What follows belongs to an exercise in optimizing a design on an open flow for small area and a short achievable clock period; a production flow would make more cautious choices. Function was checked by simulation only, so behaviour that the tests miss may differ from the original.

## flow/design.v (module list and top-level ports; edited modules follow where they fit)
// module config_capture: 50 lines
// module iir_first_order: 3065 lines
// module iir_sub24: 271 lines
// module iir_fa: 10 lines
// module iir_bsel: 9 lines
// module iir_bsel0: 7 lines
// module iir_bx: 7 lines
// module iir_bxn: 7 lines
// module iir_aoi21: 3 lines
// module iir_oai21: 3 lines
// module iir_nand2: 3 lines
// module iir_nor2: 3 lines
// module iir_inv: 3 lines
// module iir_xor2: 3 lines
// module iir_xnor2: 3 lines
// module iir_fa1: 9 lines
// module iir_ha: 9 lines
// module adc_path: 53 lines
// module dac_spi_serializer: 113 lines
// module servo_frontend: 37 lines
module servo_frontend (
	input  logic         clk1,
	input  logic         i_rst_n,
	input  logic [127:0] i_cfg,
	input  logic [32:0]  i_adc,
	input  logic [24:0]  i_dac,
	output logic [3:0]   o_afe,
	output logic [72:0]  o_filt,
	output logic [2:0]   o_spi,
	output logic         o_ldac_n,
	output logic         o_dac_credit
);
  // ...
==> flow/flow/run.sh <==
#!/bin/bash
# Standard layout (the standard.sh, standard synthesis unchanged), with
# - a tighter setup target for ORFS's timing repair (repair_timing
#   -setup_margin); the clock period and constraints stay the standard flow's,
# - every input and output port buffered with a buf_2 instead of the
#   larger cell buffer_ports picks by itself.
set -euo pipefail
export SETUP_SLACK_MARGIN=6.0
export BUFFER_PORTS_ARGS="-buffer_cell sky130_fd_sc_hd__buf_2"
bash standard.sh finish > standard.log 2>&1
==> flow/standard.sh <==
#!/bin/bash
# synth_recipe.tcl (not shown) runs the flow's synth.tcl, then flattens the netlist and writes it again
# the make line also repeats each setting of config.mk as NAME=value (left out here)
make -C /OpenROAD-flow-scripts/flow DESIGN_CONFIG=/design/flow/config.mk WORK_HOME=/design/flow/orfs CLKGATE_MAP_FILE= SYNTH_SCRIPT=/design/flow/synth_recipe.tcl "${@:-finish}"
==> flow/config.mk <==
export PLATFORM = sky130hd
export DESIGN_NAME = servo_frontend
export DESIGN_NICKNAME = servo_frontend
export VERILOG_FILES = /design/flow/design.v
export SDC_FILE = /design/flow/constraint.sdc
export NUM_CORES = 4
export LEC_CHECK = 0
export ABC_AREA = 0
export CAP_MARGIN = 20
export CORE_MARGIN = 2
export CORE_UTILIZATION = 40
export SLEW_MARGIN = 20
export SYNTH_HIERARCHICAL = 1
export SYNTH_MINIMUM_KEEP_SIZE = 0
==> flow/constraint.sdc <==
create_clock -name core_clock -period 11.5 [get_ports {clk1}]
set_input_delay 2.3000 -clock core_clock [delete_from_list [all_inputs] [get_ports {clk1}]]
set_output_delay 2.3000 -clock core_clock [all_outputs]
set_load 0.01 [all_outputs]
==> run summary, run 1 <==
status: complete, no violations
Setup Fix Bufs, Post-CTS: 95
commonest non-fill, non-tap cells in the layout: xor2_1, o22ai_1, fa_1
period utilization: 0.4705
Clock Sink Count: 623
Buffers, non-clock: 517
Min-Delay Path Depth: 1
largest class: multi-input combinational cells
hold buffers post-CTS: 0
routed length on met1: 89080 um
Die H: 393.4 um
Post-Route Setup TNS: 0 ns
number of nets in the layout: 7482
slew of the pin with the lowest slew margin: 1.111 ns
WS Path Type: flop to flop
GR Util All Layers: 0.2699
fin. max-slew vios: 0
total number of sequential cells: 623
Final Util: 0.4699
clock skew: 0.03838 ns
Multi-In Gates: 4640
R2R setup slack: 6.09 ns
post-layout min period: 5.411 ns
diode count: 0
Startpoint Class: flop
routed vias: 48.60k
clock-pin slew on the worst setup and hold paths: 0.06 ns
largest net degree at the start of global routing: 89
DR WL met3: 26790 um
==> run 2, diff against run 1 <==
--- a/flow/design.v
+++ b/flow/design.v
@@ -115,17 +115,21 @@
 	logic [31:0] ff0_da;
 	logic [31:0] ff0_db;
 	logic [31:0] p1_a;
 	logic [31:0] p1_b;
 	logic [31:0] p1_da;
 	logic [31:0] p1_db;
 	logic [23:0] y_prev;
 	logic [23:0] y_n;
-	logic [23:0] y_new;
+	logic [23:0] y_d;
+	logic [23:0] y_other;
+	logic        s_acc;
+	logic        s_x;
+	logic        s_hold;
 	logic [23:0] acc_y;
 	logic        v_s1;
 	logic        v_s2;
 	assign {coef_on, coef_b0, coef_b1} = i_coef;
 	logic [18:0] a1_p;
 	logic [18:0] b0_p;
 	logic [18:0] b1_p;
 	assign a1_p = {i_a1, 1'b0};
@@ -2264,16 +2268,40 @@
 	iir_xor2 u_cpa_n487 (.a(cpa_hs53), .b(cpa_n456), .y(cpa_n487));
 	iir_xor2 u_cpa_n488 (.a(cpa_hs54), .b(cpa_n458), .y(cpa_n488));
 	iir_xor2 u_cpa_n489 (.a(cpa_hs55), .b(cpa_n460), .y(cpa_n489));
 	iir_xor2 u_cpa_n490 (.a(cpa_hs56), .b(cpa_n462), .y(cpa_n490));
 	iir_xor2 u_cpa_n491 (.a(cpa_hs57), .b(cpa_n464), .y(cpa_n491));
 	iir_xor2 u_cpa_n492 (.a(cpa_hs58), .b(cpa_n466), .y(cpa_n492));
 	iir_xor2 u_cpa_n493 (.a(cpa_n1), .b(cpa_n468), .y(cpa_n493));
 	assign acc_y = {cpa_n493, cpa_n492, cpa_n491, cpa_n490, cpa_n489, cpa_n488, cpa_n487, cpa_n486, cpa_n485, cpa_n484, cpa_n483, cpa_n482, cpa_n481, cpa_n480, cpa_n479, cpa_n478, cpa_n477, cpa_n476, cpa_n475, cpa_n474, cpa_n473, cpa_n472, cpa_n471, cpa_n470};
+	iir_ao21 u_yd0 (.a1(acc_y[0]), .a2(s_acc), .b(y_other[0]), .y(y_d[0]));
+	iir_ao21 u_yd1 (.a1(acc_y[1]), .a2(s_acc), .b(y_other[1]), .y(y_d[1]));
+	iir_ao21 u_yd2 (.a1(acc_y[2]), .a2(s_acc), .b(y_other[2]), .y(y_d[2]));
+	iir_ao21 u_yd3 (.a1(acc_y[3]), .a2(s_acc), .b(y_other[3]), .y(y_d[3]));
+	iir_ao21 u_yd4 (.a1(acc_y[4]), .a2(s_acc), .b(y_other[4]), .y(y_d[4]));
+	iir_ao21 u_yd5 (.a1(acc_y[5]), .a2(s_acc), .b(y_other[5]), .y(y_d[5]));
+	iir_ao21 u_yd6 (.a1(acc_y[6]), .a2(s_acc), .b(y_other[6]), .y(y_d[6]));
+	iir_ao21 u_yd7 (.a1(acc_y[7]), .a2(s_acc), .b(y_other[7]), .y(y_d[7]));
+	iir_ao21 u_yd8 (.a1(acc_y[8]), .a2(s_acc), .b(y_other[8]), .y(y_d[8]));
+	iir_ao21 u_yd9 (.a1(acc_y[9]), .a2(s_acc), .b(y_other[9]), .y(y_d[9]));
+	iir_ao21 u_yd10 (.a1(acc_y[10]), .a2(s_acc), .b(y_other[10]), .y(y_d[10]));
+	iir_ao21 u_yd11 (.a1(acc_y[11]), .a2(s_acc), .b(y_other[11]), .y(y_d[11]));
+	iir_ao21 u_yd12 (.a1(acc_y[12]), .a2(s_acc), .b(y_other[12]), .y(y_d[12]));
+	iir_ao21 u_yd13 (.a1(acc_y[13]), .a2(s_acc), .b(y_other[13]), .y(y_d[13]));
+	iir_ao21 u_yd14 (.a1(acc_y[14]), .a2(s_acc), .b(y_other[14]), .y(y_d[14]));
+	iir_ao21 u_yd15 (.a1(acc_y[15]), .a2(s_acc), .b(y_other[15]), .y(y_d[15]));
+	iir_ao21 u_yd16 (.a1(acc_y[16]), .a2(s_acc), .b(y_other[16]), .y(y_d[16]));
+	iir_ao21 u_yd17 (.a1(acc_y[17]), .a2(s_acc), .b(y_other[17]), .y(y_d[17]));
+	iir_ao21 u_yd18 (.a1(acc_y[18]), .a2(s_acc), .b(y_other[18]), .y(y_d[18]));
+	iir_ao21 u_yd19 (.a1(acc_y[19]), .a2(s_acc), .b(y_other[19]), .y(y_d[19]));
+	iir_ao21 u_yd20 (.a1(acc_y[20]), .a2(s_acc), .b(y_other[20]), .y(y_d[20]));
+	iir_ao21 u_yd21 (.a1(acc_y[21]), .a2(s_acc), .b(y_other[21]), .y(y_d[21]));
+	iir_ao21 u_yd22 (.a1(acc_y[22]), .a2(s_acc), .b(y_other[22]), .y(y_d[22]));
+	iir_ao21 u_yd23 (.a1(acc_y[23]), .a2(s_acc), .b(y_other[23]), .y(y_d[23]));
 	iir_bsel0 u_bx_pp0_s0 (.none(b0_none[0]), .nm(x_in_n[0]), .sel(bx_pp0_sel[0]));
 	iir_bx u_bx_pp0_x0 (.sel(bx_pp0_sel[0]), .neg(coef_b0[1]), .pp(bx_pp0[0]));
 	iir_bsel u_bx_pp0_s1 (.none(b0_none[0]), .ntwo(b0_ntwo[0]), .nm(x_in_n[1]), .nm1(x_in_n[0]), .sel(bx_pp0_sel[1]));
 	iir_bx u_bx_pp0_x1 (.sel(bx_pp0_sel[1]), .neg(coef_b0[1]), .pp(bx_pp0[1]));
 	iir_bsel u_bx_pp0_s2 (.none(b0_none[0]), .ntwo(b0_ntwo[0]), .nm(x_in_n[2]), .nm1(x_in_n[1]), .sel(bx_pp0_sel[2]));
 	iir_bx u_bx_pp0_x2 (.sel(bx_pp0_sel[2]), .neg(coef_b0[1]), .pp(bx_pp0[2]));
 	iir_bsel u_bx_pp0_s3 (.none(b0_none[0]), .ntwo(b0_ntwo[0]), .nm(x_in_n[3]), .nm1(x_in_n[2]), .sel(bx_pp0_sel[3]));
 	iir_bx u_bx_pp0_x3 (.sel(bx_pp0_sel[3]), .neg(coef_b0[1]), .pp(bx_pp0[3]));
@@ -3113,17 +3141,20 @@
 	iir_fa u_p1t_fa470 (.a(p1t_s422), .b(p1t_s444), .c(p1t_c443), .s(p1t_s470), .co(p1t_c470));
 	iir_fa u_p1t_fa471 (.a(p1t_c422), .b(p1t_s445), .c(p1t_c444), .s(p1t_s471), .co(p1t_c471));
 	iir_fa u_p1t_fa472 (.a(p1t_hc86), .b(p1t_s446), .c(p1t_c445), .s(p1t_s472), .co(p1t_c472));
 	iir_fa u_p1t_fa473 (.a(p1m_pp8[12]), .b(p1t_hs90), .c(p1t_c446), .s(p1t_s473), .co(p1t_c473));
 	iir_fa u_p1t_fa474 (.a(p1m_pp7[15]), .b(p1m_pp8[13]), .c(p1t_hc90), .s(p1t_s474), .co(p1t_c474));
 	iir_ha u_p1t_ha93 (.a(p1m_pp7[16]), .b(p1m_pp8[14]), .s(p1t_hs93), .co(p1t_hc93));
 	assign p1_da = {p1m_pp8[15], p1t_hs93, p1t_s474, p1t_s473, p1t_s472, p1t_s471, p1t_s470, p1t_s469, p1t_s468, p1t_s467, p1t_s466, p1t_s465, p1t_s464, p1t_s463, p1t_s462, p1t_s461, p1t_s460, p1t_s459, p1t_s458, p1t_s457, p1t_s456, p1t_s455, p1t_s454, p1t_s453, p1t_s452, p1t_s451, p1t_s450, p1t_s449, p1t_s448, p1t_s447, p1t_hs92, p1t_hs91};
 	assign p1_db = {p1t_hc93, p1t_c474, p1t_c473, p1t_c472, p1t_c471, p1t_c470, p1t_c469, p1t_c468, p1t_c467, p1t_c466, p1t_c465, p1t_c464, p1t_c463, p1t_c462, p1t_c461, p1t_c460, p1t_c459, p1t_c458, p1t_c457, p1t_c456, p1t_c455, p1t_c454, p1t_c453, p1t_c452, p1t_c451, p1t_c450, p1t_c449, p1t_c448, p1t_c447, p1t_hc92, p1t_hc91, i_a1[9]};
-	assign y_new = coef_on ? acc_y : {x_cur, 8'b0};
+	assign s_acc   = i_rst_n & v_s1 & coef_on;
+	assign s_x     = i_rst_n & v_s1 & ~coef_on;
+	assign s_hold  = i_rst_n & ~v_s1;
+	assign y_other = ({x_cur, 8'b0} & {24{s_x}}) | (y_prev & {24{s_hold}});
 	always_ff @(posedge clk1) begin
 		if (!i_rst_n) begin
 			x_cur <= '0;
 			v_s1  <= 1'b0;
 		end else begin
 			v_s1 <= i_valid;
 			if (i_valid) begin
 				x_cur <= i_x;
@@ -3132,24 +3163,21 @@
 	end
 	always_ff @(posedge clk1) begin
 		ff0_a <= ff0_da;
 		ff0_b <= ff0_db;
 		p1_a  <= p1_da;
 		p1_b  <= p1_db;
 	end
 	always_ff @(posedge clk1) begin
+		y_prev <= y_d;
 		if (!i_rst_n) begin
-			y_prev <= '0;
-			v_s2   <= 1'b0;
+			v_s2 <= 1'b0;
 		end else begin
 			v_s2 <= v_s1;
-			if (v_s1) begin
-				y_prev <= y_new;
-			end
 		end
 	end
 	assign o_valid = v_s2;
 	assign o_y     = y_prev;
 endmodule
 module iir_sub24 (
 	input  logic [23:0] a,
 	input  logic [23:0] b,
@@ -3456,16 +3484,19 @@
 endmodule
 module iir_bxn (
 	input  logic sel,
 	input  logic neg,
 	output logic pp
 );
 	assign pp = ~(sel ^ neg);
 endmodule
+module iir_ao21 (input logic a1, input logic a2, input logic b, output logic y);
+	assign y = (a1 & a2) | b;
+endmodule
 module iir_aoi21 (input logic a1, input logic a2, input logic b, output logic y);
 	assign y = ~(b | (a1 & a2));
 endmodule
 module iir_oai21 (input logic a1, input logic a2, input logic b, output logic y);
 	assign y = ~(b & (a1 | a2));
 endmodule
 module iir_nand2 (input logic a, input logic b, output logic y);
 	assign y = ~(a & b);
==> run summary, run 2 <==
Die Area: 154900 um2 (was 154800 um2)
grt peak-use layer: met2 (unchanged)
CP max stage delay: 0.64 ns (was 0.55 ns)
area occupied by multi-input gates: 47110 um2 (was 47670 um2)
Final Instance Area: 69780 um2 (was 70540 um2)
GR Util All Layers: 0.2671 (was 0.2699)
DR iter-0 viols: 4826 (was 5260)
Min-Delay Path Depth: 1 (unchanged)
met1 usage: 0.3638 (was 0.3743)
register area: 12970 um2 (was 13030 um2)
Syn-to-layout area delta: 14.96% (was 16.31%)
CTS tree: yes (unchanged)
fin. max-slew vios: 0 (unchanged)
H-Tree Depth: 3 (unchanged)
number of nets in the layout: 7457 (was 7482)
Startpoint Class: flop (unchanged)
crit path max fanout: 18 (was 7)
Critical-path top delay cell: fa_1 (unchanged)
RD Place Congestion: 0.9612 (was 0.9436)
GR Util met3: 0.09801 (was 0.08616)
endpoint type of the worst setup path: flop (unchanged)
drt first pass iters: 6 (unchanged)
global-route wire length before repair: 319000 um (was 320300 um)
routed vias: 48.58k (was 48.60k)
clock-pin slew on the worst setup and hold paths: 0.06 ns (about the same)
slew of the pin with the lowest slew margin: 1.186 ns (was 1.111 ns)
Die H: 393.6 um (was 393.4 um)
Routed Wire Length: 212100 um (was 214500 um)
CTS Buf Count: 77 (was 79)
Worst Path Required: 12.10 ns (was 12.11 ns)
FF-to-FF path depth: 18 (was 19)
Max Fclk: 0.1853 GHz (was 0.1848 GHz)
layout cells sized above 1: 0.1733 (was 0.1883)
Post-Route Setup TNS: 0 ns (unchanged)
I/O pin total: 270 (unchanged)
Clock Sink Count: 623 (unchanged)
Slew headroom: 0.2053 (was 0.2560)
largest net degree at the start of global routing: 89 (unchanged)
commonest non-fill, non-tap cell in the layout: xor2_1 (unchanged)
clock latency (worst-skew pair): 0.71 ns (was 0.69 ns)
Final Hold Fails: 0 (unchanged)
hold worst-path end: u_config_capture.afe_nshdn_q[1] (unchanged)
WS Path Type: flop to flop (unchanged)
pre-CTS setup slack: 5.421 ns (was 5.372 ns)
fillcell total: 14.05k (was 13.93k)
initial antenna violation count: 16 (was 8)
Final ANT Viol Nets: 0 (unchanged)
post-layout min period: 5.397 ns (was 5.411 ns)
CP top delay family: adder cells (unchanged)
RSZ-0062 raised after global routing: true (unchanged)
Overflow after GRT: 0 (unchanged)
# rows: 142 (unchanged)
DRC viols: 0 (unchanged)
clock skew: 0.04809 ns (was 0.03838 ns)
R2R setup slack: 6.10 ns (was 6.09 ns)
Initial Util: 0.4039 (was 0.4040)
synthesized area: 60700 um2 (was 60650 um2)
Critical Path AT: 5.99 ns (was 6.02 ns)
largest registers: u_adc_path.g_chan.u_iir.ff0_a (64), u_adc_path.g_chan.u_iir.p1_a (64), u_adc_path.g_chan.u_iir.p1_b (62) (unchanged)
met2 Usage GRT: 0.3936 (was 0.4033)
routed len/inst: 25.95 um (was 26.17 um)
Reg-to-Reg Start: u_adc_path.g_chan[0].u_iir.y_prev[11] (was u_adc_path.g_chan[0].u_iir.y_prev[18])
Die Width: 393.6 um (was 393.4 um)
vias in the first global route: 50.30k (was 50.04k)
Buf/Inv on CP: 2 (unchanged)
synthesized area per cell: 10.88 um2 (was 10.83 um2)
Longest Clk Path Bufs: 3 (unchanged)
commonest non-fill, non-tap cells in the layout: xor2_1, o22ai_1, fa_1 (unchanged)
PortBufs: 251 (unchanged)
Final Worst Setup Slack: 6.103 ns (was 6.089 ns)
period utilization: 0.4693 (was 0.4705)
Worst R2R End: u_adc_path.g_chan[0].u_iir.y_prev[19] (unchanged)
Synth Warn #: 18 (unchanged)
hpwl dp: 152500 um (was 153000 um)
Hold Crit Start: u_config_capture.gp_q[1][0] (unchanged)
synthesized instance count: 5581 (was 5599)
status: complete, no violations (unchanged)
CP most frequent cell: fa_1 (unchanged)
CTS root buf: clkbuf_16 (unchanged)
max_cap viols: 0 (unchanged)
dpl cell area: 65260 um2 (was 65140 um2)
Core Region: 150300 um2 (was 150100 um2)
HP Class: flop to flop (unchanged)
vias per cell: 5.942 (was 5.929)
crit path cell chain: clkinvlp_4, buf_12, o22ai_1, xor2_1, fa_1, fa_1, fa_1, fa_1, fa_1, ha_2, a21oi_4, o21ai_1, a21oi_2, o21ai_1, a21oi_2, o21ai_2, xor2_1, a21o_1 (was clkinvlp_4, buf_4, o22ai_1, xor2_1, fa_1, fa_1, fa_1, fa_1, fa_1, ha_4, nand2_2, nor2_4, nand2_1, nor2_2, nand2_1, o21ai_2, xor2_1, mux2i_1, a21oi_1)
# setup viols final: 0 (unchanged)
run 2: worst reg2reg max path: cells and delay by family (launching register included):
family                     cells  cell delay (ns)
adders and majority gates      6             2.90
xor gates and xnor gates       2             0.30
AOI/OAI and AO/OA              8             1.38
DFF                            1             0.41
buffers and inverters          2             0.28
run 2: area by class of cell:
type	instances	area share
repair buffers	507	0.04850
flip-flops and latches	623	0.1859
clock buffers	91	0.02982
inverters	256	0.01565
diodes	1	0.00003586
repair inverters	2	0.0001434
clock inverters	51	0.008660
multi-input cells	4628	0.6751
well taps	2016	0.03615
run 2: what timing repair did:
item / 4_1_cts / 5_1_grt
hold buffers: 0 / 0
endpoints found under the setup margin: 47 / 47
pin swaps: 0 / 9
setup buffers: 100 / 6
gates cloned: 2 / 0
gates resized for setup: 88 / 160
run 2: how the worst max path moves through the flow:
stage | from | end | slack (ns) | cells after the start
floorplan | u_adc_path.g_chan[0].u_iir.a1_neg[2] | u_adc_path.g_chan[0].u_iir.y_prev[23] | 6.48 | 15
global placement | u_adc_path.g_chan[1].u_iir.y_prev[12] | u_adc_path.g_chan[1].u_iir.y_prev[20] | 5.48 | 17
detailed placement | u_adc_path.g_chan[1].u_iir.y_prev[14] | u_adc_path.g_chan[1].u_iir.y_prev[20] | 5.42 | 17
CTS | u_adc_path.g_chan[1].u_iir.y_prev[10] | u_adc_path.g_chan[1].u_iir.y_prev[20] | 5.98 | 18
global route | u_adc_path.g_chan[1].u_iir.y_prev[15] | u_adc_path.g_chan[1].u_iir.y_prev[20] | 5.96 | 20
finish | u_adc_path.g_chan[0].u_iir.y_prev[11] | u_adc_path.g_chan[0].u_iir.y_prev[19] | 6.10 | 18
run 2: stage by stage:
step,cells,util,hold WS [ns]
after floorplan,5583,-,0.3592
after global placement,7924,0.4341,0.3685
after detailed placement,7924,0.4342,0.3779
final,8175,0.4643,0.3829
after CTS,8168,0.4600,0.3858
after global routing,8174,0.4643,0.4055
run 2: layer usage:
metal,vias up,routed length [um]
met5,-,181
met4,28,6382
met3,458,27980
met2,2947,90270
met1,24368,87310
li1,20776,-
==> module dac_spi_serializer, before the edit <==
module dac_spi_serializer (
	input  logic                 clk1,
	input  logic                 i_rst_n,
	input  logic [servo_pkg::DAC_WORD_W-1:0] i_dac,
	output logic                             o_credit,
	output logic [servo_pkg::SPI_W-1:0]      o_spi,
	output logic                             o_ldac_n
);
	localparam int PTR_W  = (servo_pkg::DAC_CREDITS > 1) ? $clog2(servo_pkg::DAC_CREDITS) : 1;
	localparam int FILL_W = $clog2(servo_pkg::DAC_CREDITS + 1);
	localparam int HALF_W = (servo_pkg::SCK_HALF > 1) ? $clog2(servo_pkg::SCK_HALF) : 1;
	localparam int BIT_W  = $clog2(servo_pkg::DAC_FRAME_W);
	localparam logic [1:0] ST_IDLE  = 2'd0;
	localparam logic [1:0] ST_SHIFT = 2'd1;
	localparam logic [1:0] ST_LOAD  = 2'd2;
	logic [servo_pkg::DAC_DATA_W-1:0]  buf_mem [servo_pkg::DAC_CREDITS];
	logic [PTR_W-1:0]                  wr_ptr;
	logic [PTR_W-1:0]                  rd_ptr;
	logic [FILL_W-1:0]                 fill;
	logic                              push;
	logic                              pop;
	logic [1:0]                        state;
	logic [servo_pkg::DAC_FRAME_W-1:0] shreg;
	logic [HALF_W-1:0]                 half_cnt;
	logic [BIT_W-1:0]                  bit_cnt;
	logic                              half_end;
	logic                              cs_n_q;
	logic                              sck_q;
	logic                              ldac_n_q;
	logic                              credit_q;
	assign push     = i_dac[servo_pkg::SIG_W];
	assign pop      = (state == ST_IDLE) && (fill != '0);
	assign half_end = (half_cnt == HALF_W'(servo_pkg::SCK_HALF - 1));
	always_ff @(posedge clk1) begin
		if (push) begin
			buf_mem[wr_ptr] <= i_dac[servo_pkg::SIG_W-1 -: servo_pkg::DAC_DATA_W];
		end
	end
	always_ff @(posedge clk1) begin
		if (!i_rst_n) begin
			wr_ptr <= '0;
			rd_ptr <= '0;
			fill   <= '0;
		end else begin
			if (push) begin
				wr_ptr <= (wr_ptr == PTR_W'(servo_pkg::DAC_CREDITS - 1)) ? '0 : wr_ptr + 1'b1;
			end
			if (pop) begin
				rd_ptr <= (rd_ptr == PTR_W'(servo_pkg::DAC_CREDITS - 1)) ? '0 : rd_ptr + 1'b1;
			end
			case ({push, pop})
				2'b10:   fill <= fill + 1'b1;
				2'b01:   fill <= fill - 1'b1;
				default: fill <= fill;
			endcase
		end
	end
	always_ff @(posedge clk1) begin
		if (!i_rst_n) begin
			state    <= ST_IDLE;
			shreg    <= '0;
			half_cnt <= '0;
			bit_cnt  <= '0;
			cs_n_q   <= 1'b1;
			sck_q    <= 1'b0;
			ldac_n_q <= 1'b1;
			credit_q <= 1'b0;
		end else begin
			credit_q <= 1'b0;
			ldac_n_q <= 1'b1;
			case (state)
				ST_IDLE: begin
					if (pop) begin
						shreg    <= {servo_pkg::DAC_HDR, buf_mem[rd_ptr]};
						credit_q <= 1'b1;
						cs_n_q   <= 1'b0;
						sck_q    <= 1'b0;
						half_cnt <= '0;
						bit_cnt  <= '0;
						state    <= ST_SHIFT;
					end
				end
				ST_SHIFT: begin
					if (!half_end) begin
						half_cnt <= half_cnt + 1'b1;
					end else begin
						half_cnt <= '0;
						if (!sck_q) begin
							sck_q <= 1'b1;
						end else begin
							sck_q <= 1'b0;
							if (bit_cnt == BIT_W'(servo_pkg::DAC_FRAME_W - 1)) begin
								cs_n_q <= 1'b1;
								state  <= ST_LOAD;
							end else begin
								bit_cnt <= bit_cnt + 1'b1;
								shreg   <= {shreg[servo_pkg::DAC_FRAME_W-2:0], 1'b0};
							end
						end
					end
				end
				ST_LOAD: begin
					ldac_n_q <= 1'b0;
					state    <= ST_IDLE;
				end
				default: state <= ST_IDLE;
			endcase
		end
	end
	assign o_spi      = {cs_n_q, sck_q, shreg[servo_pkg::DAC_FRAME_W-1]};
	assign o_ldac_n   = ldac_n_q;
	assign o_credit   = credit_q;
endmodule
==> run 3, diff against run 2 <==
--- a/flow/design.v
+++ b/flow/design.v
@@ -3604,5 +3604,4 @@
 	localparam int BIT_W  = $clog2(servo_pkg::DAC_FRAME_W);
-	localparam logic [1:0] ST_IDLE  = 2'd0;
-	localparam logic [1:0] ST_SHIFT = 2'd1;
-	localparam logic [1:0] ST_LOAD  = 2'd2;
+	localparam int CNT_W  = BIT_W + 1 + HALF_W;
+	localparam logic [CNT_W-1:0] CNT_LAST = {BIT_W'(servo_pkg::DAC_FRAME_W - 1), 1'b1, HALF_W'(servo_pkg::SCK_HALF - 1)};
 	logic [servo_pkg::DAC_DATA_W-1:0]  buf_mem [servo_pkg::DAC_CREDITS];
@@ -3613,14 +3612,12 @@
 	logic                              pop;
-	logic [1:0]                        state;
-	logic [servo_pkg::DAC_FRAME_W-1:0] shreg;
-	logic [HALF_W-1:0]                 half_cnt;
-	logic [BIT_W-1:0]                  bit_cnt;
-	logic                              half_end;
 	logic                              cs_n_q;
-	logic                              sck_q;
+	logic                              load_q;
+	logic [CNT_W-1:0]                  cnt;
+	logic [servo_pkg::DAC_FRAME_W-1:0] shreg;
+	logic                              shift;
 	logic                              ldac_n_q;
 	logic                              credit_q;
-	assign push     = i_dac[servo_pkg::SIG_W];
-	assign pop      = (state == ST_IDLE) && (fill != '0);
-	assign half_end = (half_cnt == HALF_W'(servo_pkg::SCK_HALF - 1));
+	assign push  = i_dac[servo_pkg::SIG_W];
+	assign pop   = cs_n_q && !load_q && (fill != '0);
+	assign shift = !cs_n_q && (cnt[HALF_W:0] == {1'b1, HALF_W'(servo_pkg::SCK_HALF - 1)}) && (cnt != CNT_LAST);
 	always_ff @(posedge clk1) begin
@@ -3651,8 +3648,5 @@
 		if (!i_rst_n) begin
-			state    <= ST_IDLE;
-			shreg    <= '0;
-			half_cnt <= '0;
-			bit_cnt  <= '0;
 			cs_n_q   <= 1'b1;
-			sck_q    <= 1'b0;
+			load_q   <= 1'b0;
+			cnt      <= '0;
 			ldac_n_q <= 1'b1;
@@ -3660,44 +3654,27 @@
 		end else begin
-			credit_q <= 1'b0;
-			ldac_n_q <= 1'b1;
-			case (state)
-				ST_IDLE: begin
-					if (pop) begin
-						shreg    <= {servo_pkg::DAC_HDR, buf_mem[rd_ptr]};
-						credit_q <= 1'b1;
-						cs_n_q   <= 1'b0;
-						sck_q    <= 1'b0;
-						half_cnt <= '0;
-						bit_cnt  <= '0;
-						state    <= ST_SHIFT;
-					end
-				end
-				ST_SHIFT: begin
-					if (!half_end) begin
-						half_cnt <= half_cnt + 1'b1;
-					end else begin
-						half_cnt <= '0;
-						if (!sck_q) begin
-							sck_q <= 1'b1;
-						end else begin
-							sck_q <= 1'b0;
-							if (bit_cnt == BIT_W'(servo_pkg::DAC_FRAME_W - 1)) begin
-								cs_n_q <= 1'b1;
-								state  <= ST_LOAD;
-							end else begin
-								bit_cnt <= bit_cnt + 1'b1;
-								shreg   <= {shreg[servo_pkg::DAC_FRAME_W-2:0], 1'b0};
-							end
-						end
-					end
-				end
-				ST_LOAD: begin
-					ldac_n_q <= 1'b0;
-					state    <= ST_IDLE;
+			credit_q <= pop;
+			ldac_n_q <= !load_q;
+			load_q   <= 1'b0;
+			if (pop) begin
+				cs_n_q <= 1'b0;
+				cnt    <= '0;
+			end else if (!cs_n_q) begin
+				if (cnt == CNT_LAST) begin
+					cs_n_q <= 1'b1;
+					load_q <= 1'b1;
+					cnt    <= '0;
+				end else begin
+					cnt <= cnt + 1'b1;
 				end
-				default: state <= ST_IDLE;
-			endcase
+			end
+		end
+	end
+	always_ff @(posedge clk1) begin
+		if (pop) begin
+			shreg <= {servo_pkg::DAC_HDR, buf_mem[rd_ptr]};
+		end else if (shift) begin
+			shreg <= {shreg[servo_pkg::DAC_FRAME_W-2:0], 1'b0};
 		end
 	end
-	assign o_spi      = {cs_n_q, sck_q, shreg[servo_pkg::DAC_FRAME_W-1]};
+	assign o_spi      = {cs_n_q, cnt[HALF_W], shreg[servo_pkg::DAC_FRAME_W-1]};
 	assign o_ldac_n   = ldac_n_q;
--- a/flow/flow/run.sh
+++ b/flow/flow/run.sh
@@ -7,3 +7,3 @@
 set -euo pipefail
-export SETUP_SLACK_MARGIN=6.0
+export SETUP_SLACK_MARGIN=6.2
 export BUFFER_PORTS_ARGS="-buffer_cell sky130_fd_sc_hd__buf_2"
==> run summary, run 3 <==
vias per cell: 5.936 (was 5.942)
Worst Path Required: 12.12 ns (was 12.10 ns)
Synth Warn #: 18 (unchanged)
RD Place Congestion: 0.9650 (was 0.9612)
H-Tree Depth: 3 (unchanged)
Die H: 392.2 um (was 393.6 um)
Core Region: 149800 um2 (was 150300 um2)
crit path max fanout: 5 (was 18)
Die Area: 153800 um2 (was 154900 um2)
GR Util All Layers: 0.2751 (was 0.2671)
Slew headroom: 0.1352 (was 0.2053)
Routed Wire Length: 214800 um (was 212100 um)
R2R setup slack: 6.20 ns (was 6.10 ns)
Buf/Inv on CP: 3 (was 2)
top sig layer: met5 (unchanged)
CP max stage delay: 0.55 ns (was 0.64 ns)
hpwl dp: 152300 um (was 152500 um)
drt first pass iters: 6 (unchanged)
synthesized area: 60290 um2 (was 60700 um2)
Longest Clk Path Bufs: 3 (unchanged)
vias in the first global route: 50.24k (was 50.30k)
Clock Sink Count: 622 (was 623)
Final Hold Fails: 0 (unchanged)
largest registers: u_adc_path.g_chan.u_iir.ff0_a (64), u_adc_path.g_chan.u_iir.p1_a (64), u_adc_path.g_chan.u_iir.p1_b (62) (unchanged)
synthesized area per cell: 10.93 um2 (was 10.88 um2)
clock skew: 0.04482 ns (was 0.04809 ns)
# rows: 142 (unchanged)
Reg-to-Reg Start: u_adc_path.g_chan[0].u_iir.y_prev[21] (was u_adc_path.g_chan[0].u_iir.y_prev[11])
Startpoint Class: flop (unchanged)
routed length on met1: 88520 um (was 87310 um)
FF-to-FF path depth: 19 (was 18)
PortBufs: 251 (unchanged)
synthesized instance count: 5517 (was 5581)
clock-pin slew on the worst setup and hold paths: 0.07 ns (was 0.06 ns)
RSZ-0062 raised after global routing: true (unchanged)
Final Worst Setup Slack: 6.202 ns (was 6.103 ns)
layout cells sized above 1: 0.2053 (was 0.1733)
pre-CTS setup slack: 5.362 ns (was 5.421 ns)
Max Fclk: 0.1888 GHz (was 0.1853 GHz)
Met2 Wirelength: 94280 um (was 90270 um)
crit path cell chain: clkinvlp_4, buf_4, buf_4, o22ai_2, xor2_2, fa_2, fa_2, fa_1, fa_1, fa_1, ha_4, nand2_4, nor2_4, nand2_2, nor2_2, nand2_1, o21ai_2, xor2_1, a21o_1 (was clkinvlp_4, buf_12, o22ai_1, xor2_1, fa_1, fa_1, fa_1, fa_1, fa_1, ha_2, a21oi_4, o21ai_1, a21oi_2, o21ai_1, a21oi_2, o21ai_2, xor2_1, a21o_1)
Worst R2R End: u_adc_path.g_chan[0].u_iir.y_prev[19] (unchanged)
max_cap viols: 0 (unchanged)
Die Width: 392.2 um (was 393.6 um)
Hold Crit Start: u_config_capture.gp_q[0][0] (was u_config_capture.gp_q[1][0])
CP top delay family: adder cells (unchanged)
Post-Route Setup TNS: 0 ns (unchanged)
clock latency (worst-skew pair): 0.70 ns (was 0.71 ns)
CTS root buf: clkbuf_16 (unchanged)
routed len/inst: 26.34 um (was 25.95 um)
endpoint type of the worst setup path: flop (unchanged)
hold worst-path end: u_config_capture.afe_nshdn_q[0] (was u_config_capture.afe_nshdn_q[1])
largest net degree at the start of global routing: 65 (was 89)
DR iter-0 viols: 4931 (was 4826)
fin. max-slew vios: 0 (unchanged)
Min-Delay Path Depth: 1 (unchanged)
HP Class: flop to flop (unchanged)
# setup viols final: 0 (unchanged)
Critical Path AT: 5.92 ns (was 5.99 ns)
CP most frequent cell: fa_1 (unchanged)
initial antenna violation count: 19 (was 16)
hold buffers post-CTS: 0 (unchanged)
I/O pin total: 270 (unchanged)
Critical-path top delay cell: fa_1 (unchanged)
slew of the pin with the lowest slew margin: 1.297 ns (was 1.186 ns)
Syn-to-layout area delta: 17.81% (was 14.96%)
global-route wire length before repair: 320000 um (was 319000 um)
number of nets in the layout: 7437 (was 7457)
DRC viols: 0 (unchanged)
Overflow after GRT: 0 (unchanged)
routed vias: 48.42k (was 48.58k)
CTS Buf Count: 79 (was 77)
status: complete, no violations (unchanged)
DR WL met3: 26790 um (was 27980 um)
Final Util: 0.4742 (was 0.4643)
area occupied by multi-input gates: 47670 um2 (was 47110 um2)
post-layout min period: 5.298 ns (was 5.397 ns)
Initial Util: 0.4025 (was 0.4039)
period utilization: 0.4607 (was 0.4693)
fillcell total: 13.75k (was 14.05k)
CTS tree: yes (unchanged)
register area: 13200 um2 (was 12970 um2)
Final ANT Viol Nets: 0 (unchanged)
commonest non-fill, non-tap cell in the layout: xor2_1 (unchanged)
WS Path Type: flop to flop (unchanged)
commonest non-fill, non-tap cells in the layout: xor2_1, o22ai_1, fa_1 (unchanged)
[run 3: worst max path at each step]
| stage | from | end | cells past startpoint |
|---|---|---|---|
| 3_3_place_gp | u_adc_path.g_chan[0].u_iir.y_prev[8] | u_adc_path.g_chan[0].u_iir.y_prev[17] | 17 |
| 4_1_cts | u_adc_path.g_chan[0].u_iir.y_prev[8] | u_adc_path.g_chan[0].u_iir.y_prev[17] | 18 |
| 3_5_place_dp | u_adc_path.g_chan[0].u_iir.y_prev[8] | u_adc_path.g_chan[0].u_iir.y_prev[17] | 17 |
| 5_1_grt | u_adc_path.g_chan[0].u_iir.y_prev[13] | u_adc_path.g_chan[0].u_iir.y_prev[11] | 18 |
| 6_report | u_adc_path.g_chan[0].u_iir.y_prev[21] | u_adc_path.g_chan[0].u_iir.y_prev[19] | 19 |
| 2_1_floorplan | u_adc_path.g_chan[0].u_iir.a1_neg[2] | u_adc_path.g_chan[0].u_iir.y_prev[23] | 15 |
[run 3: cell type report]
type / count / area share
antenna: 3 / 0.0001057
clock buffer: 99 / 0.03062
clock inverter: 43 / 0.009125
inverter: 254 / 0.01548
multi-input combinational: 4579 / 0.6711
sequential: 622 / 0.1858
tap: 2016 / 0.03551
timing repair buffer: 537 / 0.05196
timing repair inverter: 3 / 0.0002818
[run 3: layer usage]
layer	track usage	vias to the layer above
li1	-	20615
met1	0.3751	24398
met2	0.4152	2964
met3	0.08791	417
met4	0.08413	22
met5	0	-
[run 3: timing repair]
item                       in CTS  in global routing
buffers inserted              101                 37
cloned                          3                  0
pin swaps                      10                 95
setup endpoints to repair      48                 48
resized for setup             179                321
[run 3: worst register-to-register path, stage by stage (launching register included)]
cell and delay, ns:
dfxtp_4 0.37, clkinvlp_4 0.19, buf_4 0.19, buf_4 0.14, o22ai_2 0.20, xor2_2 0.19, fa_2 0.45, fa_2 0.36
fa_1 0.50, fa_1 0.52, fa_1 0.55, ha_4 0.36, nand2_4 0.09, nor2_4 0.15, nand2_2 0.10, nor2_2 0.15
nand2_1 0.09, o21ai_2 0.25, xor2_1 0.23, a21o_1 0.15
[run 3: through the flow]
stage	cell area (um2)	hold WS (ns)	instances
after floorplan	60300	0.3592	5519
after global placement	64920	0.3814	7870
after detailed placement	64920	0.3786	7870
after CTS	69280	0.3906	8116
after global routing	71020	0.3953	8154
final	71030	0.3886	8156
==> run 4, diff against run 3 <==
--- a/flow/flow/run.sh
+++ b/flow/flow/run.sh
@@ -7,3 +7,3 @@
 set -euo pipefail
-export SETUP_SLACK_MARGIN=6.2
+export SETUP_SLACK_MARGIN=5.8
 export BUFFER_PORTS_ARGS="-buffer_cell sky130_fd_sc_hd__buf_2"
==> run summary, run 4 <==
CP max stage delay: 0.56 ns (was 0.55 ns)
Worst Path Required: 12.09 ns (was 12.12 ns)
crit path cell chain: clkinvlp_4, buf_4, o22ai_1, xor2_1, fa_1, fa_1, fa_1, fa_1, fa_1, ha_1, nand2_1, nor2_1, nand2_1, nor2_1, nand2_1, o21ai_2, xor2_1, a21o_1 (was clkinvlp_4, buf_4, buf_4, o22ai_2, xor2_2, fa_2, fa_2, fa_1, fa_1, fa_1, ha_4, nand2_4, nor2_4, nand2_2, nor2_2, nand2_1, o21ai_2, xor2_1, a21o_1)
synthesized area: 60290 um2 (unchanged)
vias in the first global route: 50.15k (was 50.24k)
Die H: 392.2 um (unchanged)
hold buffers post-CTS: 0 (unchanged)
period utilization: 0.4832 (was 0.4607)
GR Util All Layers: 0.2742 (was 0.2751)
I/O pin total: 270 (unchanged)
Core Region: 149800 um2 (unchanged)
commonest non-fill, non-tap cell in the layout: xor2_1 (unchanged)
Die Area: 153800 um2 (unchanged)
clock skew: 0.04338 ns (was 0.04482 ns)
DR iter-0 viols: 4674 (was 4931)
Clock Sink Count: 622 (unchanged)
routed len/inst: 26.21 um (was 26.34 um)
Final Hold Fails: 0 (unchanged)
Slew headroom: 0.1581 (was 0.1352)
Syn-to-layout area delta: 14.47% (was 17.81%)
Final ANT Viol Nets: 0 (unchanged)
Die Width: 392.2 um (unchanged)
synthesized area per cell: 10.93 um2 (unchanged)
CTS root buf: clkbuf_16 (unchanged)
CTS Buf Count: 79 (unchanged)
hpwl dp: 152300 um (unchanged)
slew of the pin with the lowest slew margin: 1.263 ns (was 1.297 ns)
status: complete, no violations (unchanged)
WS Path Type: flop to flop (unchanged)
Longest Clk Path Bufs: 3 (unchanged)
GR Util met3: 0.08820 (was 0.08791)
crit path max fanout: 6 (was 5)
max_cap viols: 0 (unchanged)
PortBufs: 251 (unchanged)
largest net degree at the start of global routing: 65 (unchanged)
CP most frequent cell: fa_1 (unchanged)
Critical-path top delay cell: fa_1 (unchanged)
met2 Usage GRT: 0.4132 (was 0.4152)
endpoint type of the worst setup path: flop (unchanged)
initial antenna violation count: 19 (unchanged)
register area: 13110 um2 (was 13200 um2)
Max Fclk: 0.1799 GHz (was 0.1888 GHz)
grt peak-use layer: met2 (unchanged)
Overflow after GRT: 0 (unchanged)
number of nets in the layout: 7396 (was 7437)
HP Class: flop to flop (unchanged)
RSZ-0062 raised after global routing: true (unchanged)
clock latency (worst-skew pair): 0.70 ns (about the same)
Synth Warn #: 18 (unchanged)
met1 usage: 0.3746 (was 0.3751)
Startpoint Class: flop (unchanged)
Final Util: 0.4608 (was 0.4742)
post-layout min period: 5.557 ns (was 5.298 ns)
routed vias: 47.94k (was 48.42k)
Critical Path AT: 6.14 ns (was 5.92 ns)
layout cells sized above 1: 0.1593 (was 0.2053)
vias per cell: 5.907 (was 5.936)
commonest non-fill, non-tap cells in the layout: xor2_1, o22ai_1, fa_1 (unchanged)
CTS tree: yes (unchanged)
Initial Util: 0.4025 (unchanged)
DRC viols: 0 (unchanged)
area occupied by multi-input gates: 46140 um2 (was 47670 um2)
# setup viols final: 0 (unchanged)
drt first pass iters: 8 (was 6)
fillcell total: 13.98k (was 13.75k)
fin. max-slew vios: 0 (unchanged)
Post-Route Setup TNS: 0 ns (unchanged)
clock-pin slew on the worst setup and hold paths: 0.06 ns (was 0.07 ns)
Routed Wire Length: 212800 um (was 214800 um)
global-route wire length before repair: 318900 um (was 320000 um)
Fin Hold WS: 0.3886 ns (about the same)
RD Place Congestion: 0.9650 (unchanged)
# rows: 142 (unchanged)
largest registers: u_adc_path.g_chan.u_iir.ff0_a (64), u_adc_path.g_chan.u_iir.p1_a (64), u_adc_path.g_chan.u_iir.p1_b (62) (unchanged)
H-Tree Depth: 3 (unchanged)
synthesized instance count: 5517 (unchanged)
==> run 4: worst paths after layout <==
path / startpoint / end / slack [ns] / cells past startpoint
setup / recovery: u_adc_path.g_chan[0].u_iir.y_prev[21] / u_adc_path.g_chan[0].u_iir.y_prev[18] / 5.94 / 18
hold / removal: u_config_capture.gp_q[0][0] / u_config_capture.afe_nshdn_q[0] / 0.39 / 1
setup reg to reg: u_adc_path.g_chan[0].u_iir.y_prev[21] / u_adc_path.g_chan[0].u_iir.y_prev[18] / 5.94 / 18
hold reg to reg: u_config_capture.gp_q[0][0] / u_config_capture.afe_nshdn_q[0] / 0.39 / 1
==> run 4: area by class of cell <==
type	count	share of cell area
Timing Repair Buffer	496	0.04779
Clock buffer	99	0.03151
Antenna cell	4	0.0001450
Timing Repair inverter	3	0.0002176
Inverter	254	0.01583
Tap cell	2016	0.03655
Clock inverter	43	0.009392
Multi-Input combinational cell	4579	0.6686
Sequential cell	622	0.1900
==> run 4: layer usage <==
layer	up-vias	share of wire	routed length (um)
met5	-	0.00058	123
met4	22	0.027	5828
met3	458	0.13	26600
met2	2891	0.43	92250
met1	24018	0.41	87960
li1	20550	-	-
==> run 4: worst max-delay path: cells and delay by family (launching register included) <==
kind	cells	cell delay, ns
adder cells (fa/ha/maj)	6	2.84
AND/OR/NAND/NOR	5	0.85
AO/OA/AOI/OAI	3	0.54
buffers and inverters	2	0.47
flip-flops	1	0.44
XOR/XNOR	2	0.31
==> run 4: through the flow <==
step                      cells  cell area (um2)  setup slack, ns
final                      8116            69010            5.943
after global routing       8113            69000            5.778
after CTS                  8111            68840            5.800
after detailed placement   7870            64920            5.362
after global placement     7870            64920            5.405
after floorplan            5519            60300            6.480
==> run 4: timing repair <==
action | 4_1_cts | 5_1_grt
gates cloned | 2 | 1
setup buffers | 97 | 0
endpoints found under the hold margin | 0 | 0
gates resized for setup | 55 | 60
setup endpoints to repair | 47 | 24
==> run 5, diff against run 4 <==
==> flow/flow/run.sh (replaced) <==
#!/bin/bash
# Standard layout (the standard.sh, standard synthesis unchanged), with
# - a tighter setup target for ORFS's timing repair (repair_timing
#   -setup_margin); the clock period and constraints stay the standard flow's,
# - every input and output port buffered with a buf_1 instead of the
#   larger cell buffer_ports picks by itself.
set -euo pipefail
export SETUP_SLACK_MARGIN=6.2
export BUFFER_PORTS_ARGS="-buffer_cell sky130_fd_sc_hd__buf_1"
bash standard.sh finish > standard.log 2>&1
--- a/flow/config.mk
+++ b/flow/config.mk
@@ -11,2 +11,3 @@
 export CORE_UTILIZATION = 40
+export CTS_BUF_LIST = sky130_fd_sc_hd__clkbuf_8
 export SLEW_MARGIN = 20
==> run summary, run 5 <==
non-filler cells in the finished layout: 8242 (was 8116)
commonest non-fill, non-tap cell in the layout: xor2_1 (unchanged)
Max Fclk: 0.1899 GHz (was 0.1799 GHz)
slew of the pin with the lowest slew margin: 1.189 ns (was 1.263 ns)
Overflow after GRT: 0 (unchanged)
clock latency (worst-skew pair): 0.92 ns (was 0.70 ns)
Startpoint Class: flop (unchanged)
RSZ-0062 raised after global routing: true (unchanged)
CP max stage delay: 0.64 ns (was 0.56 ns)
global-route wire length before repair: 320800 um (was 318900 um)
Final ANT Viol Nets: 0 (unchanged)
Worst Path Required: 12.23 ns (was 12.09 ns)
Routed Wire Length: 215000 um (was 212800 um)
post-layout min period: 5.265 ns (was 5.557 ns)
CP top delay family: adder cells (unchanged)
largest registers: u_adc_path.g_chan.u_iir.ff0_a (64), u_adc_path.g_chan.u_iir.p1_a (64), u_adc_path.g_chan.u_iir.p1_b (62) (unchanged)
crit path max fanout: 13 (was 6)
vias per cell: 5.878 (was 5.907)
clock-pin slew on the worst setup and hold paths: 0.06 ns (about the same)
CTS tree: yes (unchanged)
Cells after DPL: 7872 (was 7870)
crit path cell chain: clkinvlp_4, buf_4, o22ai_2, xor2_2, fa_1, fa_1, fa_1, fa_1, fa_2, ha_4, a21oi_4, o21ai_2, a21oi_2, o21ai_2, a21oi_2, o21ai_4, xor2_2, a21o_1 (was clkinvlp_4, buf_4, o22ai_1, xor2_1, fa_1, fa_1, fa_1, fa_1, fa_1, ha_1, nand2_1, nor2_1, nand2_1, nor2_1, nand2_1, o21ai_2, xor2_1, a21o_1)
Slew headroom: 0.2076 (was 0.1581)
DR iter-0 viols: 4810 (was 4674)
RD Place Congestion: 0.9720 (was 0.9650)
area occupied by multi-input gates: 47620 um2 (was 46140 um2)
max_cap viols: 0 (unchanged)
CP most frequent cell: fa_1 (unchanged)
Critical Path AT: 5.99 ns (was 6.14 ns)
synthesized instance count: 5517 (unchanged)
Clock Sink Count: 622 (unchanged)
R2R setup slack: 6.24 ns (was 5.94 ns)
Post-Route Setup TNS: 0 ns (unchanged)
initial antenna violation count: 14 (was 19)
endpoint type of the worst setup path: flop (unchanged)
Final Hold Fails: 0 (unchanged)
commonest non-fill, non-tap cells in the layout: xor2_1, o22ai_1, fa_1 (unchanged)
dpl cell area: 64600 um2 (was 64920 um2)
Die H: 392.2 um (unchanged)
hpwl dp: 151800 um (was 152300 um)
Initial Util: 0.4025 (unchanged)
CTS root buf: clkbuf_8 (was clkbuf_16)
HP Class: flop to flop (unchanged)
largest net degree at the start of global routing: 65 (unchanged)
register area: 13200 um2 (was 13110 um2)
period utilization: 0.4578 (was 0.4832)
Buf/Inv on CP: 2 (unchanged)
# rows: 142 (unchanged)
CTS Buf Count: 115 (was 79)
Core Region: 149800 um2 (unchanged)
routed vias: 48.45k (was 47.94k)
hold buffers post-CTS: 0 (unchanged)
Die Width: 392.2 um (unchanged)
synthesized area per cell: 10.93 um2 (unchanged)
vias in the first global route: 50.51k (was 50.15k)
routed len/inst: 26.08 um (was 26.21 um)
status: complete, no violations (unchanged)
GR Util All Layers: 0.2754 (was 0.2742)
drt first pass iters: 6 (was 8)
I/O pin total: 270 (unchanged)
Syn-to-layout area delta: 17.26% (was 14.47%)
fillcell total: 13.82k (was 13.98k)
# setup viols final: 0 (unchanged)
Synth Warn #: 18 (unchanged)
Final Instance Area: 70690 um2 (was 69010 um2)
number of nets in the layout: 7491 (was 7396)
H-Tree Depth: 3 (unchanged)
synthesized area: 60290 um2 (unchanged)
layout cells sized above 1: 0.1710 (was 0.1593)
fin. max-slew vios: 0 (unchanged)
Die Area: 153800 um2 (unchanged)
clock skew: 0.08746 ns (was 0.04338 ns)
Final Util: 0.4720 (was 0.4608)
DRC viols: 0 (unchanged)
Critical-path top delay cell: fa_2 (was fa_1)
Longest Clk Path Bufs: 3 (unchanged)
WS Path Type: flop to flop (unchanged)
PortBufs: 251 (unchanged)
[run 5: layout make-up]
| class | instances | share of cell area |
|---|---|---|
| multi-input cells | 4579 | 0.6736 |
| flip-flops and latches | 622 | 0.1867 |
| repair buffers | 555 | 0.05092 |
| well taps | 2016 | 0.03568 |
| clock buffers | 137 | 0.02667 |
| inverters | 254 | 0.01561 |
| clock inverters | 73 | 0.01044 |
| repair inverters | 3 | 0.0002478 |
| diodes | 3 | 0.0001062 |
[run 5: final timing paths]
kind | from | endpoint | depth (start not counted)
max reg2reg | u_adc_path.g_chan[1].u_iir.y_prev[8] | u_adc_path.g_chan[1].u_iir.y_prev[18] | 18
min | u_config_capture.gp_q[0][0] | u_config_capture.afe_nshdn_q[0] | 1
min reg2reg | u_config_capture.gp_q[0][0] | u_config_capture.afe_nshdn_q[0] | 1
max | u_adc_path.g_chan[1].u_iir.y_prev[8] | u_adc_path.g_chan[1].u_iir.y_prev[18] | 18
[run 5: layer usage]
metal	wire, um	part of all wire	global-route usage
met5	109	0.00051	0
met4	6012	0.028	0.08769
met3	28560	0.13	0.1050
met2	92820	0.43	0.4072
met1	87470	0.41	0.3702
[run 5: what timing repair did]
action,in CTS,in global routing
cloned,3,0
pin swaps,6,99
buffers inserted,115,39
gates resized for setup,216,276
endpoints found under the setup margin,48,48
[run 5: per-stage QoR]
step / worst slack (ns) / hold WS [ns]
after global routing: 6.165 / 0.4127
after floorplan: 6.480 / 0.3592
after CTS: 6.202 / 0.3933
after global placement: 5.375 / 0.3795
final: 6.235 / 0.3914
after detailed placement: 5.353 / 0.3833
==> run 6, diff against run 5 <==
--- a/flow/flow/run.sh
+++ b/flow/flow/run.sh
@@ -7,3 +7,3 @@
 set -euo pipefail
-export SETUP_SLACK_MARGIN=6.2
+export SETUP_SLACK_MARGIN=6.3
 export BUFFER_PORTS_ARGS="-buffer_cell sky130_fd_sc_hd__buf_1"
--- a/flow/config.mk
+++ b/flow/config.mk
@@ -11,3 +11,2 @@
 export CORE_UTILIZATION = 40
-export CTS_BUF_LIST = sky130_fd_sc_hd__clkbuf_8
 export SLEW_MARGIN = 20
==> run summary, run 6 <==
Core Region: 149800 um2 (unchanged)
CP most frequent cell: fa_2 (was fa_1)
Final Util: 0.4796 (was 0.4720)
Fin Hold WS: 0.3904 ns (was 0.3914 ns)
Clock Sink Count: 622 (unchanged)
post-layout min period: 5.223 ns (was 5.265 ns)
WS Path Type: flop to flop (unchanged)
Longest Clk Path Bufs: 3 (unchanged)
Synth Warn #: 18 (unchanged)
# setup viols final: 0 (unchanged)
H-Tree Depth: 3 (unchanged)
crit path cell chain: buf_4, o22ai_4, xor2_2, fa_2, fa_1, fa_2, fa_2, fa_2, ha_4, nand2_2, nor2_4, nand2_1, nor2_2, nand2_1, o21ai_4, xor2_1, a21o_1 (was clkinvlp_4, buf_4, o22ai_2, xor2_2, fa_1, fa_1, fa_1, fa_1, fa_2, ha_4, a21oi_4, o21ai_2, a21oi_2, o21ai_2, a21oi_2, o21ai_4, xor2_2, a21o_1)
Die H: 392.2 um (unchanged)
Critical Path AT: 5.77 ns (was 5.99 ns)
PortBufs: 251 (unchanged)
non-filler cells in the finished layout: 8203 (was 8242)
synthesized instance count: 5517 (unchanged)
Min-Delay Path Depth: 1 (unchanged)
FF-to-FF path depth: 17 (was 18)
CTS tree: yes (unchanged)
largest registers: u_adc_path.g_chan.u_iir.ff0_a (64), u_adc_path.g_chan.u_iir.p1_a (64), u_adc_path.g_chan.u_iir.p1_b (62) (unchanged)
# rows: 142 (unchanged)
Worst Path Required: 12.04 ns (was 12.23 ns)
commonest non-fill, non-tap cell in the layout: xor2_1 (unchanged)
synthesized area per cell: 10.93 um2 (unchanged)
max_cap viols: 0 (unchanged)
fin. max-slew vios: 0 (unchanged)
slew of the pin with the lowest slew margin: 1.196 ns (was 1.189 ns)
clock latency (worst-skew pair): 0.70 ns (was 0.92 ns)
drt first pass iters: 6 (unchanged)
synthesized area: 60290 um2 (unchanged)
vias per cell: 5.916 (was 5.878)
CTS root buf: clkbuf_16 (was clkbuf_8)
crit path max fanout: 25 (was 13)
Overflow after GRT: 0 (unchanged)
Die Area: 153800 um2 (unchanged)
Max Fclk: 0.1915 GHz (was 0.1899 GHz)
DRC viols: 0 (unchanged)
GR Util All Layers: 0.2745 (was 0.2754)
Routed Wire Length: 214700 um (was 215000 um)
Post-Route Setup TNS: 0 ns (unchanged)
endpoint type of the worst setup path: flop (unchanged)
DR iter-0 viols: 4613 (was 4810)
Initial Util: 0.4025 (unchanged)
Startpoint Class: flop (unchanged)
routed len/inst: 26.18 um (was 26.08 um)
Critical-path top delay cell: fa_2 (unchanged)
Final Hold Fails: 0 (unchanged)
clock-pin slew on the worst setup and hold paths: 0.06 ns (about the same)
fillcell total: 13.65k (was 13.82k)
I/O pin total: 270 (unchanged)
Final Instance Area: 71840 um2 (was 70690 um2)
CTS Buf Count: 78 (was 115)
commonest non-fill, non-tap cells in the layout: xor2_1, o22ai_1, fa_1 (unchanged)
Slew headroom: 0.2028 (was 0.2076)
status: complete, no violations (unchanged)
number of nets in the layout: 7485 (was 7491)
hold buffers post-CTS: 0 (unchanged)
hpwl dp: 151800 um (unchanged)
clock skew: 0.04856 ns (was 0.08746 ns)
Final ANT Viol Nets: 0 (unchanged)
period utilization: 0.4541 (was 0.4578)
CP max stage delay: 0.66 ns (was 0.64 ns)
RD Place Congestion: 0.9720 (unchanged)
HP Class: flop to flop (unchanged)
Syn-to-layout area delta: 19.16% (was 17.26%)
global-route wire length before repair: 319900 um (was 320800 um)
largest net degree at the start of global routing: 65 (unchanged)
vias in the first global route: 50.29k (was 50.51k)
layout cells sized above 1: 0.1895 (was 0.1710)
routed vias: 48.53k (was 48.45k)
Die Width: 392.2 um (unchanged)
Cells after DPL: 7872 (unchanged)
initial antenna violation count: 13 (was 14)
RSZ-0062 raised after global routing: true (unchanged)
dpl cell area: 64600 um2 (unchanged)
## run 6: final timing paths
kind,end,slack [ns],start
max,u_adc_path.g_chan[0].u_iir.y_prev[17],6.28,u_adc_path.g_chan[0].u_iir.a1_none[2]
min,u_config_capture.afe_nshdn_q[0],0.39,u_config_capture.gp_q[0][0]
max reg2reg,u_adc_path.g_chan[0].u_iir.y_prev[17],6.28,u_adc_path.g_chan[0].u_iir.a1_none[2]
min reg2reg,u_config_capture.afe_nshdn_q[0],0.39,u_config_capture.gp_q[0][0]
## run 6: cell type report
cell class                      instances  area [um2]  share of cell area
Multi-Input combinational cell       4579       48390              0.6736
Sequential cell                       622       13210              0.1839
Timing Repair Buffer                  587        3911             0.05445
Tap cell                             2016        2522             0.03511
Clock buffer                           91        2093             0.02914
Inverter                              254        1104             0.01536
Clock inverter                         50       585.6            0.008151
Timing Repair inverter                  2       15.01           0.0002090
Antenna cell                            2       5.005          0.00006967
## run 6: worst max-delay path, delay by kind of cell, from the launching register on
family	cells	cell delay (ns)
buffers and inverters	1	0.36
adder cells (fa/ha/maj)	6	2.90
XOR/XNOR	2	0.26
flip-flops	1	0.31
AO/OA/AOI/OAI	3	0.52
AND/OR/NAND/NOR	5	0.72
## run 6: layer usage
layer / track usage / wire length [um] / part of all wire / vias up
met5: 0 / 111 / 0.00052 / -
met4: 0.08741 / 6239 / 0.029 / 16
met3: 0.1032 / 28960 / 0.13 / 480
met2: 0.4070 / 93010 / 0.43 / 3042
met1: 0.3690 / 86400 / 0.40 / 24318
li1: - / - / - / 20671
## run 6: per-stage QoR
stage	setup WS, ns
3_5_place_dp	5.353
5_1_grt	6.144
3_3_place_gp	5.375
4_1_cts	6.256
6_report	6.277
2_1_floorplan	6.480
## run 6: repair_timing
item                                    4_1_cts  5_1_grt
buffers inserted                            124       61
resized for setup                           275      391
gates cloned                                  2        1
pin swaps                                    23      196
endpoints found under the setup margin       48       48
==> run 7, diff against run 6 <==
--- a/flow/flow/run.sh
+++ b/flow/flow/run.sh
@@ -7,3 +7,3 @@
 set -euo pipefail
-export SETUP_SLACK_MARGIN=6.3
+export SETUP_SLACK_MARGIN=6.2
 export BUFFER_PORTS_ARGS="-buffer_cell sky130_fd_sc_hd__buf_1"
--- a/flow/config.mk
+++ b/flow/config.mk
@@ -11,2 +11,3 @@
 export CORE_UTILIZATION = 40
+export CTS_BUF_LIST = sky130_fd_sc_hd__clkbuf_4
 export SLEW_MARGIN = 20
==> run summary, run 7 <==
clock latency (worst-skew pair): 1.23 ns (was 0.70 ns)
Min-Delay Path Depth: 0 (was 1)
slew of the pin with the lowest slew margin: 1.196 ns (about the same)
routed vias: 48.79k (was 48.53k)
# setup viols final: 0 (unchanged)
Clock Sink Count: 622 (unchanged)
vias per cell: 5.831 (was 5.916)
crit path cell chain: buf_6, clkinvlp_4, buf_12, o22ai_2, xor2_1, fa_1, fa_1, fa_1, fa_2, fa_1, ha_4, nand2_2, nor2_4, nand2_1, nor2_2, nand2_1, o21ai_4, xor2_1, a21o_1 (was buf_4, o22ai_4, xor2_2, fa_2, fa_1, fa_2, fa_2, fa_2, ha_4, nand2_2, nor2_4, nand2_1, nor2_2, nand2_1, o21ai_4, xor2_1, a21o_1)
WS Path Type: flop to flop (unchanged)
CP max stage delay: 0.58 ns (was 0.66 ns)
Die H: 392.2 um (unchanged)
GR Util All Layers: 0.2761 (was 0.2745)
CTS root buf: clkbuf_4 (was clkbuf_16)
DR iter-0 viols: 4895 (was 4613)
largest net degree at the start of global routing: 65 (unchanged)
CTS Buf Count: 179 (was 78)
DRC viols: 0 (unchanged)
Syn-to-layout area delta: 16.90% (was 19.16%)
Buf/Inv on CP: 3 (was 1)
Critical Path AT: 6.27 ns (was 5.77 ns)
CP most frequent cell: fa_1 (was fa_2)
CTS tree: yes (unchanged)
Overflow after GRT: 0 (unchanged)
commonest non-fill, non-tap cells in the layout: xor2_1, o22ai_1, fa_1 (unchanged)
Reg-to-Reg Start: u_adc_path.g_chan[1].u_iir.y_prev[15] (was u_adc_path.g_chan[0].u_iir.a1_none[2])
Worst Path Required: 12.55 ns (was 12.04 ns)
largest registers: u_adc_path.g_chan.u_iir.ff0_a (64), u_adc_path.g_chan.u_iir.p1_a (64), u_adc_path.g_chan.u_iir.p1_b (62) (unchanged)
Critical-path top delay cell: fa_2 (unchanged)
I/O pin total: 270 (unchanged)
PortBufs: 251 (unchanged)
Routed Wire Length: 214500 um (was 214700 um)
fillcell total: 13.93k (was 13.65k)
endpoint type of the worst setup path: flop (unchanged)
synthesized instance count: 5517 (unchanged)
FF-to-FF path depth: 19 (was 17)
Final Hold Fails: 0 (unchanged)
Die Area: 153800 um2 (unchanged)
number of nets in the layout: 7558 (was 7485)
crit path max fanout: 14 (was 25)
global-route wire length before repair: 321300 um (was 319900 um)
Initial Util: 0.4025 (unchanged)
clock skew: 0.09315 ns (was 0.04856 ns)
# rows: 142 (unchanged)
status: complete, no violations (unchanged)
Core Region: 149800 um2 (unchanged)
layout cells sized above 1: 0.1848 (was 0.1895)
Post-Route Setup TNS: 0 ns (unchanged)
Max Fclk: 0.1915 GHz (about the same)
Synth Warn #: 18 (unchanged)
drt first pass iters: 7 (was 6)
Die Width: 392.2 um (unchanged)
CP top delay family: adder cells (unchanged)
initial antenna violation count: 18 (was 13)
commonest non-fill, non-tap cell in the layout: xor2_1 (unchanged)
period utilization: 0.4541 (about the same)
fin. max-slew vios: 0 (unchanged)
max_cap viols: 0 (unchanged)
synthesized area per cell: 10.93 um2 (unchanged)
vias in the first global route: 51.23k (was 50.29k)
Fin Hold WS: 0.3881 ns (was 0.3904 ns)
Slew headroom: 0.1990 (was 0.2028)
clock-pin slew on the worst setup and hold paths: 0.06 ns (about the same)
Hold Crit Start: u_adc_path.g_chan[1].u_iir.y_prev[2] (was u_config_capture.gp_q[0][0])
RSZ-0062 raised after global routing: true (unchanged)
RD Place Congestion: 0.9720 (unchanged)
Final Worst Setup Slack: 6.278 ns (was 6.277 ns)
hold worst-path end: u_adc_path.ch1_q[2] (was u_config_capture.afe_nshdn_q[0])
synthesized area: 60290 um2 (unchanged)
Longest Clk Path Bufs: 3 (unchanged)
HP Class: flop to flop (unchanged)
post-layout min period: 5.222 ns (was 5.223 ns)
H-Tree Depth: 4 (was 3)
R2R setup slack: 6.28 ns (about the same)
Startpoint Class: flop (unchanged)
pre-CTS setup slack: 5.353 ns (unchanged)
routed len/inst: 25.63 um (was 26.18 um)
Final ANT Viol Nets: 0 (unchanged)
hpwl dp: 151800 um (unchanged)
Final Util: 0.4706 (was 0.4796)
Worst R2R End: u_adc_path.g_chan[1].u_iir.y_prev[22] (was u_adc_path.g_chan[0].u_iir.y_prev[17])
run 7: repair_timing:
action,in CTS,in global routing
hold buffers,0,0
pin swaps,9,102
gates cloned,3,0
setup endpoints to repair,48,48
buffers inserted,115,42
gates resized for setup,217,292
run 7: worst max-delay path by stage:
stage,startpoint,to,slack (ns),cells past startpoint
2_1_floorplan,u_adc_path.g_chan[0].u_iir.a1_neg[2],u_adc_path.g_chan[0].u_iir.y_prev[23],6.48,15
4_1_cts,u_adc_path.g_chan[1].u_iir.y_prev[9],u_adc_path.g_chan[1].u_iir.y_prev[21],6.19,19
3_3_place_gp,u_adc_path.g_chan[0].u_iir.y_prev[8],u_adc_path.g_chan[0].u_iir.y_prev[18],5.38,17
6_report,u_adc_path.g_chan[1].u_iir.y_prev[15],u_adc_path.g_chan[1].u_iir.y_prev[22],6.28,19
3_5_place_dp,u_adc_path.g_chan[0].u_iir.y_prev[8],u_adc_path.g_chan[0].u_iir.y_prev[18],5.35,17
5_1_grt,u_adc_path.g_chan[0].u_iir.y_prev[23],u_adc_path.g_chan[0].u_iir.y_prev[18],6.17,18
run 7: layer usage:
layer	up-vias	global-route usage	routed length (um)
met4	22	0.09510	6930
li1	20943	-	-
met3	551	0.1077	29240
met1	24220	0.3680	86230
met5	-	0	136
met2	3051	0.4068	91950
run 7: cell type report:
class                      count  area (um2)  share of cell area
clock inverter                87       555.5            0.007882
multi-input combinational   4579       47690              0.6767
inverter                     254        1096             0.01555
timing repair buffer         558        3580             0.05079
sequential                   622       13200              0.1873
tap                         2016        2522             0.03579
timing repair inverter         3       20.02           0.0002841
clock buffer                 238        1787             0.02535
antenna                       10       25.02           0.0003551
run 7: metrics by stage:
step | cells | area (um2)
after floorplan | 5519 | 60300
after global placement | 7872 | 64600
after detailed placement | 7872 | 64600
after CTS | 8315 | 68850
after global routing | 8364 | 70470
final | 8367 | 70480

## static timing again, ports no longer ideal
The flow's constraints put no driver on any port. The routed layouts listed below were extracted and timed again, unchanged, in two steps.
Step 1 (the two cells are an assumption about what drives the block):
set clk [get_ports {clk1}]
set_driving_cell -lib_cell sky130_fd_sc_hd__clkbuf_16 $clk
set_driving_cell -lib_cell sky130_fd_sc_hd__buf_2 [delete_from_list [all_inputs] $clk]
Step 2 times the ports against the registers' clock, not the clock port: input delays grow and output delays shrink by t, the midpoint of the rising clock arrivals with the driver on.
Slacks: ideal / step 1 / step 2; pairs: ideal / step 1.
| run | shift t [ns] | slack for setup (ns) | worst register clock-pin slew, ns | worst data-port slew with drivers (ns) | cell pins on the clock port's net |
|---|---|---|---|---|---|
| run 1 | 0.749 | 6.089 / 6.089 / 5.870 | 0.07 / 0.07 | 0.09 | 1 |
| run 2 | 0.767 | 6.103 / 6.103 / 5.848 | 0.07 / 0.07 | 0.12 | 1 |
| run 3 | 0.758 | 6.202 / 6.202 / 5.795 | 0.07 / 0.07 | 0.10 | 1 |
| run 4 | 0.758 | 5.943 / 5.943 / 5.799 | 0.07 / 0.07 | 0.10 | 1 |
| run 5 | 0.942 | 6.235 / 6.235 / 5.686 | 0.08 / 0.08 | 0.10 | 1 |
| run 6 | 0.756 | 6.277 / 6.277 / 5.782 | 0.08 / 0.08 | 0.10 | 1 |
| run 7 | 1.256 | 6.278 / 6.278 / 5.670 | 0.09 / 0.09 | 0.10 | 1 |
After both steps every run listed still meets setup and hold. For run 7, which loses most, drivers alone change the setup slack by 0.000 ns; drivers and shift together by -0.608 ns.
